This is an optimization exercise on Yosys and OpenROAD, whose aim is small area, a short achievable clock period and few clock cycles per item, not a production implementation.
RTL that was checked went through simulation tests only; none was proved equivalent to the original.
Power figures rest on the tool's default switching activity, not on a simulated workload.

==> flow/design.v <==
`default_nettype none
package wqe_fetch_pkg;
    localparam int WQE_WIDTH  = 512;
    localparam int WQE_BYTES  = WQE_WIDTH / 8;
    localparam int ADDR_WIDTH = 32;
    localparam int QPID_LSB   = 328;
    localparam int QPID_WIDTH = 4;
    localparam int QPID_MSB   = QPID_LSB + QPID_WIDTH - 1;
    localparam int PAD_WIDTH  = WQE_WIDTH - QPID_MSB - 1;
    typedef logic [ADDR_WIDTH-1:0] addr_t;
    typedef union packed {
        logic [WQE_WIDTH-1:0] raw;
        struct packed {
            logic [PAD_WIDTH-1:0]  pad;
            logic [QPID_WIDTH-1:0] qpn;
            logic [QPID_LSB-1:0]   body;
        } f;
    } wqe_u;
endpackage
`default_nettype wire
`timescale 1ns/100ps
`default_nettype none
import wqe_fetch_pkg::*;
module wqe_fetch_top
#(
    parameter int MAX_QP   = 16,
    parameter int SQ_DEPTH = 4096,
    parameter int BODY     = 32          
)(
    input  logic                  clk,
    input  logic                  rst_n,
    output logic                  o_fetch_ready,
    input  logic                  i_arbit_val,
    input  logic [QPID_WIDTH-1:0] i_qp_idx,
    input  logic [MAX_QP-1:0]     i_active,
    input  logic [MAX_QP-1:0]     i_wqe_cache_alfull,
    input  logic [ADDR_WIDTH-1:0] i_sq_base,
    output logic [ADDR_WIDTH-1:0] o_axi_araddr,
    output logic                  o_axi_arvalid,
    input  logic                  i_axi_arready,
    input  logic [WQE_WIDTH-1:0]  i_axi_rdata,
    input  logic                  i_axi_rvalid,
    output logic                  o_axi_rready,
    output logic                  o_wqe_cache_wr,
    output logic [WQE_WIDTH-1:0]  o_wqe,
    input  logic [MAX_QP-1:0]     i_wqe_cache_full
);
    localparam int PI_WIDTH = $clog2(SQ_DEPTH);
    localparam int BA       = $clog2(BODY);
    localparam int OFF_LSB  = $clog2(WQE_BYTES);
    localparam int OFF_W    = ADDR_WIDTH - OFF_LSB;
    logic                  g_valid;
    logic [QPID_WIDTH-1:0] g_qp;
    logic [PI_WIDTH-1:0]   sq_pi  [MAX_QP];
    logic [MAX_QP-1:0]     pi_vld;
    logic                  ar_valid;
    logic [OFF_W-1:0]      ar_addr;
    logic                  hd_vld;
    logic [QPID_WIDTH-1:0] hd_qp;
    logic [MAX_QP-1:0]     hd_sel;      
    logic [QPID_WIDTH-1:0] body [BODY];
    logic [BA:0]           bwp;
    logic [BA:0]           brp;
    logic                  req_ok_q;
    logic                  grant;
    logic                  xfer;
    logic                  ar_fire;
    logic                  push;
    logic                  body_empty;
    logic                  body_full;
    logic                  to_head;
    logic [PI_WIDTH-1:0]   cur_pi;
    logic [QPID_WIDTH-1:0] hd_nxt;
    function automatic logic [OFF_W-1:0] prefix_add(input logic [OFF_W-1:0] a,
                                                    input logic [OFF_W-1:0] b);
        logic [OFF_W-1:0] g;
        logic [OFF_W-1:0] p;
        logic [OFF_W-1:0] gg;
        logic [OFF_W-1:0] pp;
        g  = a & b;
        p  = a ^ b;
        gg = g;
        pp = p;
        for (int l = 1; l < OFF_W; l = l * 2)
            for (int i = 0; i < OFF_W; i++)
                if ((i / l) % 2 == 1)
                begin
                    gg[i] = gg[i] | (pp[i] & gg[(i / l) * l - 1]);
                    pp[i] = pp[i] & pp[(i / l) * l - 1];
                end
        prefix_add = p ^ {gg[OFF_W-2:0], 1'b0};
    endfunction
    assign body_empty = (bwp == brp);
    assign body_full  = (bwp == {~brp[BA], brp[BA-1:0]});
    assign xfer          = g_valid & ~body_full & (~ar_valid | i_axi_arready);
    assign o_fetch_ready = req_ok_q & (~g_valid | xfer);
    assign grant         = i_arbit_val & o_fetch_ready;
    assign ar_fire       = ar_valid & i_axi_arready;
    assign cur_pi        = pi_vld[g_qp] ? sq_pi[g_qp] : '0;
    assign to_head       = ~hd_vld | (push & body_empty);
    always_ff @(posedge clk or negedge rst_n)
    begin
        if (!rst_n)
        begin
            g_valid  <= 1'b0;
            pi_vld   <= '0;
            ar_valid <= 1'b0;
            hd_vld   <= 1'b0;
            bwp      <= '0;
            brp      <= '0;
            req_ok_q <= 1'b0;
        end
        else
        begin
            req_ok_q <= (|i_active) & ~(&i_wqe_cache_alfull);
            if (grant)
                g_valid <= 1'b1;
            else if (xfer)
                g_valid <= 1'b0;
            if (xfer)
                pi_vld[g_qp] <= 1'b1;
            if (xfer)
                ar_valid <= 1'b1;
            else if (ar_fire)
                ar_valid <= 1'b0;
            if (xfer)
                hd_vld <= 1'b1;
            else if (push & body_empty)
                hd_vld <= 1'b0;
            if (xfer & ~to_head)
                bwp <= bwp + 1'b1;
            if (push & ~body_empty)
                brp <= brp + 1'b1;
        end
    end
    always_ff @(posedge clk)
    begin
        if (grant)
            g_qp <= i_qp_idx;
        if (xfer)
        begin
            sq_pi[g_qp] <= cur_pi + 1'b1;
            ar_addr <= prefix_add(i_sq_base[ADDR_WIDTH-1:OFF_LSB], OFF_W'({g_qp, cur_pi}));
        end
        if (xfer & ~to_head)
            body[bwp[BA-1:0]] <= g_qp;
        if ((xfer & to_head) | push)
        begin
            hd_qp  <= hd_nxt;
            hd_sel <= MAX_QP'(1) << hd_nxt;
        end
    end
    assign o_axi_arvalid = ar_valid;
    assign o_axi_araddr  = {ar_addr, i_sq_base[OFF_LSB-1:0]};
    assign hd_nxt = (xfer & to_head) ? g_qp : body[brp[BA-1:0]];
    assign o_wqe_cache_wr = i_axi_rvalid & hd_vld;
    assign o_axi_rready   = ~|(i_wqe_cache_full & hd_sel);
    assign push           = o_wqe_cache_wr & o_axi_rready;
    assign o_wqe          = {{PAD_WIDTH{1'b0}}, hd_qp, i_axi_rdata[QPID_LSB-1:0]};
endmodule
`default_nettype wire
clock: 8.0 ns
lec_check: 0
cap_margin: 20
core_area: 10 10 410 410
die_area: 0 0 420 420
setup_slack_margin: 4.4
slew_margin: 20
standard.sh (not shown) runs the stock make flow with config.mk's settings and CLKGATE_MAP_FILE= SYNTH_SCRIPT=/design/flow/synth_recipe.tcl, a recipe that flattens the netlist after the stock synthesis.
==> flow/flow/run.sh <==
#!/bin/bash
# Standard layout with three changes: port buffers are buf_1, constant outputs share
# tie cells through per-port buffers (flow/ties.tcl), and CTS adds no dummy loads.
set -euo pipefail
here=$(pwd)
export BUFFER_PORTS_ARGS="-buffer_cell sky130_fd_sc_hd__buf_1"
export POST_GLOBAL_PLACE_TCL=$here/flow/ties.tcl
export CTS_ARGS="-sink_clustering_enable -repair_clock_nets -dont_use_dummy_load"
bash standard.sh > standard.log 2>&1
==> flow/flow/ties.tcl <==
# Run after global placement (POST_GLOBAL_PLACE_TCL), once buffer_ports has run.
# The standard flow gives every constant output its own tie cell. Here each constant
# output gets a buf_1 in its tie's place instead, and neighbouring buffers share one
# tie cell, so far fewer tie cells are left with an unused, unextracted pin.
set block [ord::get_db_block]
set bufm [[ord::get_db] findMaster sky130_fd_sc_hd__buf_1]
set group 10
set ports {}
foreach inst [$block getInsts] {
  if {[[$inst getMaster] getName] ne "sky130_fd_sc_hd__conb_1"} { continue }
  foreach pin {LO HI} {
    set net [[$inst findITerm $pin] getNet]
    if {$net eq "NULL"} { continue }
    set bts [$net getBTerms]
    if {[llength $bts] != 1 || [llength [$net getITerms]] != 1} { continue }
    set bt [lindex $bts 0]
    set box [$bt getBBox]
    # order ports along the die edge so that a group's ports are neighbours
    lappend ports [list $pin [$box xMin] [$box yMin] $inst $net]
  }
}
proc edge_key {p} {
  lassign $p pin x y
  return [list $pin [expr {$x + 100000 * $y}]]
}
set ports [lsort -command {apply {{a b} {
  set ka [edge_key $a]; set kb [edge_key $b]
  if {[lindex $ka 0] ne [lindex $kb 0]} { return [string compare [lindex $ka 0] [lindex $kb 0]] }
  return [expr {[lindex $ka 1] < [lindex $kb 1] ? -1 : ([lindex $ka 1] > [lindex $kb 1])}]
}}} $ports]
set n 0
set k 0
set lastpin ""
foreach p $ports {
  lassign $p pin x y tie net
  set loc [$tie getLocation]
  if {$k % $group == 0 || $pin ne $lastpin} {
    set k 0
    set shared [odb::dbNet_create $block "tie_shared_$n"]
    set it [$tie findITerm $pin]
    $it disconnect
    $it connect $shared
  } else {
    odb::dbInst_destroy $tie
  }
  set b [odb::dbInst_create $block $bufm "tie_buf_$n"]
  $b setLocation [lindex $loc 0] [lindex $loc 1]
  $b setPlacementStatus PLACED
  [$b findITerm A] connect $shared
  [$b findITerm X] connect $net
  set lastpin $pin
  incr n
  incr k
}
puts "ties.tcl: $n constant outputs buffered from shared tie cells"
Testbench counts at the start, summed over its fixed seeds: cycles 11,267, items 8,000.
Next try:
--- a/flow/design.v
+++ b/flow/design.v
@@ -54,53 +54,40 @@
     logic [PI_WIDTH-1:0]   sq_pi  [MAX_QP];
     logic [MAX_QP-1:0]     pi_vld;
     logic                  ar_valid;
     logic [OFF_W-1:0]      ar_addr;
     logic                  hd_vld;
     logic [QPID_WIDTH-1:0] hd_qp;
-    logic [MAX_QP-1:0]     hd_sel;      
     logic [QPID_WIDTH-1:0] body [BODY];
     logic [BA:0]           bwp;
     logic [BA:0]           brp;
     logic                  req_ok_q;
     logic                  grant;
     logic                  xfer;
     logic                  ar_fire;
     logic                  push;
     logic                  body_empty;
     logic                  body_full;
     logic                  to_head;
     logic [PI_WIDTH-1:0]   cur_pi;
-    logic [QPID_WIDTH-1:0] hd_nxt;
-    function automatic logic [OFF_W-1:0] prefix_add(input logic [OFF_W-1:0] a,
-                                                    input logic [OFF_W-1:0] b);
-        logic [OFF_W-1:0] g;
-        logic [OFF_W-1:0] p;
-        logic [OFF_W-1:0] gg;
-        logic [OFF_W-1:0] pp;
-        g  = a & b;
-        p  = a ^ b;
-        gg = g;
-        pp = p;
-        for (int l = 1; l < OFF_W; l = l * 2)
-            for (int i = 0; i < OFF_W; i++)
-                if ((i / l) % 2 == 1)
-                begin
-                    gg[i] = gg[i] | (pp[i] & gg[(i / l) * l - 1]);
-                    pp[i] = pp[i] & pp[(i / l) * l - 1];
-                end
-        prefix_add = p ^ {gg[OFF_W-2:0], 1'b0};
-    endfunction
+    logic [MAX_QP-1:0]     hd_sel;
     assign body_empty = (bwp == brp);
     assign body_full  = (bwp == {~brp[BA], brp[BA-1:0]});
     assign xfer          = g_valid & ~body_full & (~ar_valid | i_axi_arready);
     assign o_fetch_ready = req_ok_q & (~g_valid | xfer);
     assign grant         = i_arbit_val & o_fetch_ready;
     assign ar_fire       = ar_valid & i_axi_arready;
     assign cur_pi        = pi_vld[g_qp] ? sq_pi[g_qp] : '0;
     assign to_head       = ~hd_vld | (push & body_empty);
+    localparam int HI_W = OFF_W - PI_WIDTH;
+    logic [PI_WIDTH:0]     lo_sum;
+    logic [HI_W-1:0]       hi_sum0;
+    logic [HI_W-1:0]       hi_sum1;
+    assign lo_sum  = {1'b0, i_sq_base[OFF_LSB +: PI_WIDTH]} + {1'b0, cur_pi};
+    assign hi_sum0 = i_sq_base[ADDR_WIDTH-1 -: HI_W] + HI_W'(g_qp);
+    assign hi_sum1 = i_sq_base[ADDR_WIDTH-1 -: HI_W] + HI_W'(g_qp) + 1'b1;
     always_ff @(posedge clk or negedge rst_n)
     begin
         if (!rst_n)
         begin
             g_valid  <= 1'b0;
             pi_vld   <= '0;
@@ -137,25 +124,28 @@
     begin
         if (grant)
             g_qp <= i_qp_idx;
         if (xfer)
         begin
             sq_pi[g_qp] <= cur_pi + 1'b1;
-            ar_addr <= prefix_add(i_sq_base[ADDR_WIDTH-1:OFF_LSB], OFF_W'({g_qp, cur_pi}));
+            ar_addr <= {lo_sum[PI_WIDTH] ? hi_sum1 : hi_sum0, lo_sum[PI_WIDTH-1:0]};
         end
         if (xfer & ~to_head)
             body[bwp[BA-1:0]] <= g_qp;
-        if ((xfer & to_head) | push)
-        begin
-            hd_qp  <= hd_nxt;
-            hd_sel <= MAX_QP'(1) << hd_nxt;
-        end
+        if (xfer & to_head)
+            hd_qp <= g_qp;
+        else if (push)
+            hd_qp <= body[brp[BA-1:0]];
     end
     assign o_axi_arvalid = ar_valid;
     assign o_axi_araddr  = {ar_addr, i_sq_base[OFF_LSB-1:0]};
-    assign hd_nxt = (xfer & to_head) ? g_qp : body[brp[BA-1:0]];
+    always_comb
+    begin
+        hd_sel = '0;
+        hd_sel[hd_qp] = 1'b1;
+    end
     assign o_wqe_cache_wr = i_axi_rvalid & hd_vld;
     assign o_axi_rready   = ~|(i_wqe_cache_full & hd_sel);
     assign push           = o_wqe_cache_wr & o_axi_rready;
     assign o_wqe          = {{PAD_WIDTH{1'b0}}, hd_qp, i_axi_rdata[QPID_LSB-1:0]};
 endmodule
 `default_nettype wire
=> Global-route usage grows by 1.9 points. Flip-flop and latch count fell by 16. Worst hold slack barely changes. Power is higher by 21%. Critical path depth is higher by 1. Clock-buffer cell count is lower by 9.
No functional check of the RTL was part of the second run of this note.

-- port drivers added, routing unchanged --
The flow's constraints put no driver on any port. The routed layouts listed below were extracted and timed again, unchanged, in two steps. Step 1 sets driving cells, clkbuf_16 on the clock port and buf_2 on the other inputs (assumed; they add their load-dependent delay and slew). Step 2, shift: input delay + t, output delay - t, t = (earliest + latest rising clock arrival at the registers) / 2. This alone moves slack from input paths to output paths. a / b / c = no drivers / after step 1 / after step 2; a / b = the first two.
run | t (ns) | setup slack, ns | hold WS [ns] | worst slew at a driven data input, ns
the first run | 0.601 | 3.952 / 3.929 / 3.929 | 0.448 / 0.448 / 0.448 | 0.39
the second run | 0.585 | 3.668 / 3.638 / 3.508 | 0.450 / 0.450 / 0.450 | 0.52
After both steps setup and hold are still met in every run listed. The setup slack of the second run, which loses most, moves by -0.030 ns with the drivers and by -0.160 ns with both steps.
